This is an optimization exercise on Yosys and OpenROAD, whose aim is small area, a short achievable clock period and few clock cycles per item, not a production implementation. For this run, only the layout was checked, not whether the RTL still works. No activity file was given, so power comes from the tool's default toggle rates.

File: flow/design.v
package blend_pkg;
	typedef logic [8-1:0] channel_t;
	typedef struct packed
	{
		channel_t r;
		channel_t g;
		channel_t b;
	} rgb_t;
	typedef logic [12-1:0] pixel_addr_t;
	typedef struct packed
	{
		pixel_addr_t addr;   
		rgb_t rgb;           
		channel_t alpha;     
		logic last;          
	} src_entry_t;
	typedef struct packed
	{
		pixel_addr_t addr;   
		rgb_t rgb;           
		logic last;          
	} res_entry_t;
endpackage
module alpha_blend_csa
#(
	parameter int W = 16
)
(
	input logic [W-1:0] x,
	input logic [W-1:0] y,
	input logic [W-1:0] z,
	output logic [W-1:0] s,
	output logic [W-1:0] c
);
	logic [W-1:0] m;
	assign s = x ^ y ^ z;
	assign m = (x & y) | (x & z) | (y & z);
	assign c = {m[W-2:0], 1'b0};
endmodule
module alpha_blend_sum
(
	input logic [7:0] s,
	input logic [7:0] d,
	input logic [7:0] a,
	output logic [11:0] lo,
	output logic [11:0] hi
);
	logic [11:0] r [8];
	logic [11:0] ls0, lc0, ls1, lc1;
	logic [11:0] hs0, hc0, hs1, hc1;
	always_comb
		for (int k = 0; k < 8; k++)
			r[k] = 12'(a[k] ? s : d) << (k % 4);
	alpha_blend_csa #(.W(12)) cl0 (.x(r[0]), .y(r[1]), .z(r[2]), .s(ls0), .c(lc0));
	alpha_blend_csa #(.W(12)) cl1 (.x(ls0), .y(lc0), .z(r[3]), .s(ls1), .c(lc1));
	alpha_blend_csa #(.W(12)) ch0 (.x(r[4]), .y(r[5]), .z(r[6]), .s(hs0), .c(hc0));
	alpha_blend_csa #(.W(12)) ch1 (.x(hs0), .y(hc0), .z(r[7]), .s(hs1), .c(hc1));
	assign lo = ls1 + lc1;
	assign hi = hs1 + hc1;
endmodule
module alpha_blend_div
(
	input logic [11:0] lo,
	input logic [11:0] hi,
	output logic [7:0] q
);
	logic [23:0] x0, x1, x2, x3;
	logic [23:0] as0, ac0, bs0, bc0;
	logic [23:0] t;
	assign x0 = {lo, 8'd0};
	assign x1 = {hi, 12'd0};
	assign x2 = {12'd0, lo};
	assign x3 = {8'd0, hi, 4'd0} + 24'd257;
	alpha_blend_csa #(.W(24)) ca (.x(x0), .y(x1), .z(x2), .s(as0), .c(ac0));
	alpha_blend_csa #(.W(24)) cb (.x(as0), .y(ac0), .z(x3), .s(bs0), .c(bc0));
	assign t = bs0 + bc0;
	assign q = t[23:16];
endmodule
module alpha_compositor
(
	input logic clk,
	input logic reset,
	input logic src_valid,
	output logic src_ready,
	input blend_pkg::pixel_addr_t src_addr,
	input blend_pkg::channel_t src_r,
	input blend_pkg::channel_t src_g,
	input blend_pkg::channel_t src_b,
	input blend_pkg::channel_t src_a,
	input logic src_last,
	output logic wb_cyc,
	output logic wb_stb,
	output logic wb_we,
	output blend_pkg::pixel_addr_t wb_adr,
	output blend_pkg::rgb_t wb_dat_w,
	input blend_pkg::rgb_t wb_dat_r,
	input logic wb_ack,
	output logic frame_done
);
	logic busy;
	logic wlast;        
	logic bv;
	logic [23:0] b_s;
	logic [7:0] b_a;
	logic [23:0] b_d;
	logic [11:0] b_addr;
	logic b_last;
	logic [2:0] k1;     
	logic s1v;
	logic [11:0] s1lo;
	logic [11:0] s1hi;
	logic rdy;          
	logic hz;           
	logic rd_ack;
	logic wr_ack;
	logic free;
	logic wb_free;
	logic pv;
	logic b_done;
	logic issue_r;
	logic issue_w;
	logic load_b;
	logic s1_take;
	logic s1_load;
	logic [7:0] ch_s;
	logic [7:0] ch_d;
	logic [11:0] ch_lo;
	logic [11:0] ch_hi;
	logic [7:0] ch_q;
	assign wb_cyc = busy;
	assign wb_stb = busy;
	assign src_ready = rdy;
	assign rd_ack = busy && !wb_we && wb_ack;
	assign wr_ack = busy && wb_we && wb_ack;
	assign free = !busy || wr_ack;
	assign wb_free = !(busy && wb_we) || wb_ack;
	assign pv = src_valid && !rdy;
	assign b_done = bv && (k1 == 3'd0);
	assign issue_r = free && pv;
	assign issue_w = (rd_ack && bv) || (free && !pv && b_done);
	assign load_b = rd_ack && !hz;
	assign s1_take = s1v && wb_free;
	assign s1_load = (k1 != 3'd0) && (!s1v || s1_take);
	assign ch_s = b_s[23:16];
	assign ch_d = b_d[23:16];
	alpha_blend_sum sum_u (.s(ch_s), .d(ch_d), .a(b_a), .lo(ch_lo), .hi(ch_hi));
	alpha_blend_div div_u (.lo(s1lo), .hi(s1hi), .q(ch_q));
	always_ff @(posedge clk)
	begin
		if (!reset)
		begin
			busy <= 1'b0;
			bv <= 1'b0;
			k1 <= 3'd0;
			s1v <= 1'b0;
			rdy <= 1'b0;
			hz <= 1'b0;
			frame_done <= 1'b0;
		end
		else
		begin
			frame_done <= wr_ack && wlast;
			rdy <= load_b;
			hz <= bv && (src_addr == b_addr);
			if (issue_r || issue_w)
				busy <= 1'b1;
			else if (wb_ack)
				busy <= 1'b0;
			if (load_b)
				bv <= 1'b1;
			else if (issue_w)
				bv <= 1'b0;
			if (load_b)
				k1 <= 3'b001;
			else if (s1_load)
				k1 <= {k1[1:0], 1'b0};
			if (s1_load)
				s1v <= 1'b1;
			else if (s1_take)
				s1v <= 1'b0;
		end
	end
	always_ff @(posedge clk)
	begin
		if (issue_r)
		begin
			wb_we <= 1'b0;
			wb_adr <= src_addr;
		end
		else if (issue_w)
		begin
			wb_we <= 1'b1;
			wb_adr <= b_addr;
			wlast <= b_last;
		end
		if (rd_ack)
			b_d <= wb_dat_r;
		else if (s1_load)
			b_d <= {b_d[15:0], 8'd0};
		if (load_b)
		begin
			b_s <= {src_r, src_g, src_b};
			b_a <= src_a;
			b_addr <= src_addr;
			b_last <= src_last;
		end
		else if (s1_load)
			b_s <= {b_s[15:0], 8'd0};
		if (s1_load)
		begin
			s1lo <= ch_lo;
			s1hi <= ch_hi;
		end
		if (s1_take && k1[1])
			wb_dat_w[23:16] <= ch_q;
		if (s1_take && k1[2])
			wb_dat_w[15:8] <= ch_q;
		if (s1_take && k1 == 3'd0)
			wb_dat_w[7:0] <= ch_q;
	end
endmodule
File: flow/run.sh
#!/bin/bash
# synth_recipe.tcl (not shown) runs the flow's synth.tcl, then flattens the netlist and writes it again
# the make line also repeats each setting of config.mk as NAME=value (left out here)
make -C /OpenROAD-flow-scripts/flow DESIGN_CONFIG=/design/flow/config.mk WORK_HOME=/design/flow/orfs CLKGATE_MAP_FILE= SYNTH_SCRIPT=/design/flow/synth_recipe.tcl finish
File: flow/config.mk
export PLATFORM = sky130hd
export DESIGN_NAME = alpha_compositor
export DESIGN_NICKNAME = alpha_compositor
export VERILOG_FILES = /design/flow/design.v
export SDC_FILE = /design/flow/constraint.sdc
export NUM_CORES = 4
export LEC_CHECK = 0
export CAP_MARGIN = 20
export CORE_MARGIN = 2
export CORE_UTILIZATION = 40
export SETUP_SLACK_MARGIN = 5
export SLEW_MARGIN = 20
File: flow/constraint.sdc
create_clock -name core_clock -period 8.0 [get_ports {clk}]
set_input_delay 1.6000 -clock core_clock [delete_from_list [all_inputs] [get_ports {clk}]]
set_output_delay 1.6000 -clock core_clock [all_outputs]
set_load 0.01 [all_outputs]
==> results.txt <==
-- cell families after synthesis --
group	after synthesis	synth area share, %
fa+ha+maj	93	17.22
compound gates	72	5.725
buf+inv	75	3.486
mux	92	11.96
simple gates	150	8.535
flops	140	49.29
xor+xnor	36	3.787
-- through the flow --
stage	util, %	setup slack [ns]	total power, uW
4_1_cts	54.33	4.645	2964
3_3_place_gp	48.32	3.497	1959
3_5_place_dp	48.35	3.394	1983
2_1_floorplan	-	4.665	1737
6_report	56.44	4.677	3145
5_1_grt	56.44	4.603	3332
-- power by group through the flow --
stage	Combinational, uW	Sequential, uW	Clock (uW)
2_1_floorplan	750	986	0
3_3_place_gp	955	1000	0
3_5_place_dp	978	1010	0
4_1_cts	1190	980	795
5_1_grt	1520	986	830
6_report	1390	981	777
-- sequential cells by signal (all words and copies together) (netlist names) --
| register | count |
|---|---|
| wlast | 1 |
| b_s | 24 |
| b_a | 8 |
| busy | 1 |
| b_addr | 12 |
| s1v | 1 |
| s1lo | 12 |
| bv | 1 |
| k1 | 3 |
| rdy | 1 |
| b_d | 24 |
| wb_we | 1 |
| wb_adr | 12 |
| s1hi | 12 |
| wb_dat_w | 24 |
| hz | 1 |
| b_last | 1 |
| frame_done | 1 |
-- worst max-delay path, stage by stage (launching register included) --
cell	delay, ns
edfxtp_1	0.44
mux2_4	0.33
fa_1	0.53
inv_1	0.05
fa_1	0.47
inv_1	0.05
ha_2	0.18
fa_2	0.35
a21o_1	0.17
a21oi_2	0.14
o21bai_1	0.11
a21oi_2	0.18
o21ai_1	0.08
-- layer usage --
metal / GRT usage, % / wire length (um) / up-vias
li1: - / - / 2705
met1: 21.56 / 8184 / 2647
met2: 28.89 / 9067 / 159
met3: 3.620 / 782 / 29
met4: 6.429 / 386 / 0
met5: 0 / 0 / -
-- synth_stat cells (13+ instances only) --
| library cell | n |
|---|---|
| edfxtp_1 | 130 |
| nand2_1 | 68 |
| mux2_2 | 60 |
| ha_1 | 57 |
| inv_1 | 54 |
| fa_1 | 36 |
| mux2i_1 | 32 |
| xnor2_1 | 27 |
| a21oi_1 | 25 |
| nor2_1 | 21 |
| clkbuf_1 | 15 |
| nand3_1 | 14 |
| o21ai_0 | 13 |
-- final cells by class --
type,instances,area [um2]
sequential,140,4105
multi-input combinational,443,4538
timing repair buffer,179,1714
timing repair inverter,1,7.507
inverter,54,206.4
fill,1600,8871
clock inverter,15,158.9
tap,270,337.8
clock buffer,17,425.4
-- timing repair --
action / in CTS / in global routing
pin swaps: 33 / 29
hold buffers: 0 / 0
setup buffers: 49 / 15
resized for setup: 57 / 55
endpoints found under the hold margin: 0 / 0
endpoints found under the setup margin: 209 / 129
cloned: 1 / 0
-- worst max path at each step --
stage                     startpoint        to  cells past startpoint
final                         b_a[2]  s1lo[11]                     12
after global routing          b_a[2]  s1lo[11]                     12
after global placement        wb_ack   b_s[15]                      5
after CTS                     b_a[2]  s1lo[11]                     12
after floorplan               b_a[2]   s1lo[9]                     13
after detailed placement      wb_ack   b_s[17]                      5
==> results.txt <==
MaxCap Viol Count=0; Num CTS Buffers=17; relative slew slack=48.93%; Initial Util=40.89%; CTS root buffer=clkbuf_16; main area contributors after synthesis=edfxtp_1, fa_1, ha_1, mux2_2, mux2i_1; Max Slew Vio Count=0; final hold violations=0; CP Data Required Time=8.17 ns; area delta synth->final=38.03%; Flop pwr share=31.2%; RSZ-0062 raised after global routing=yes; Primary FF master, synth=edfxtp_1; Synth Cell Area=8327 um2; Cells after Synth=658; RR Endpoint=s1lo[11]; switching pwr=1048 uW; routed vias=5540; P_leak=0.004517 uW; clk slew on worst S/H paths=0.07 ns; DRT Pass-1 Iters=4; sw frac=33.33%; core area=20360 um2; CP endpoint kind=flip-flop; Placed Cells incl. Taps=1022; CTS tree=done; most common cell after layout, fill and taps aside=edfxtp_1; Synth area leader=edfxtp_1; CP Class=reg2reg; setup tns final=0 ns; global-route wire length before repair=29190 um; Antenna diodes=0; Die W=148.3 um; status=finished clean; Tcrit/Tclk final=41.53%; r2r setup slk=4.68 ns; vias in the first global route=5776; DR iter-0 viols=180; CTS sink cnt=140; Hold Path End=wlast; GRT overflow=0; PwrDens=273.6 nW/um2; share of the synthesized area in the top cell type=46.88%; pin count of the biggest net entering global routing=32; sequential area share after synthesis=49.29%; Layout Cells excl Fill=1119; fmax=0.3010 GHz; post-synthesis async set-or-reset flop share=0%; Hold Startpoint=b_last; dpl hpwl=12900 um; chip height=148.3 um; crit path time final=3.323 ns; clock skew=0.01188 ns; Die ar.=21990 um2; Clock Power Share=24.7%; R2R cell count=12; Cell variety after synth=46; R2R Path Start=b_a[2]; depth of the worst hold-timing path=0; Total GRT Usage=17.06%; synthesized flop and latch total=140; Syn Nets=824; final hold slack=0.4281 ns; Slew @ Worst Pin=0.7632 ns; clock latency on the worst-skew pair=0.43 ns; WP data arrival=3.49 ns; Routed Antenna Nets=0; via/cell ratio=4.951; startpoint type of the worst setup path=flip-flop; Final Cell Area=11490 um2; nets=1002; GPL Wtd Cong=0.8392; Routed WL per cell=16.46 um; # DRC=0; total length of routed wires=18420 um; DP Area=9847 um2; Cell Int Power=2097 uW; top-level I/O count=114; Hold Path Class=reg2reg; row cnt=52; port bufs=113; Synth Warn #=4; syn avg cell area=12.65 um2; Comb power frac=44.1%; commonest cells after routing, fill and taps aside=edfxtp_1, clkdlybuf4s50_1, nand2_1; initial antenna violation count=0; layout cell share with drive strength beyond 1=29.09%; H-Tree Depth=4; Post-synth EDFFs=130; final setup fails=0; CP Max Fanout=2; Peak VDD IR=0.1716 mV; CTS max path bufs=2

[re-timing with driven ports]
Ports are ideal in the flow. The routed layout listed here was re-timed in OpenROAD. Step 1 (the two cells are an assumption about what drives the block):
set clk [get_ports {clk}]
set_driving_cell -lib_cell sky130_fd_sc_hd__clkbuf_16 $clk
set_driving_cell -lib_cell sky130_fd_sc_hd__buf_2 [delete_from_list [all_inputs] $clk]
Step 2 also shifts input and output timing later by t, the mid clock arrival at the registers, as if the neighbouring blocks saw the same clock. Slacks: no drivers / after step 1 / after step 2; pairs: no drivers / after step 1.
shift t [ns]: 0.466
setup WS [ns]: 4.677 / 4.677 / 4.633
worst hold slack (ns): 0.428 / 0.428 / 0.428
worst register clock-pin slew, ns: 0.07 / 0.07
cell pins on the clock port's net: 1
After both steps setup and hold are still met in this run. For this run, drivers alone change the setup slack by 0.000 ns; drivers and shift together by -0.044 ns.
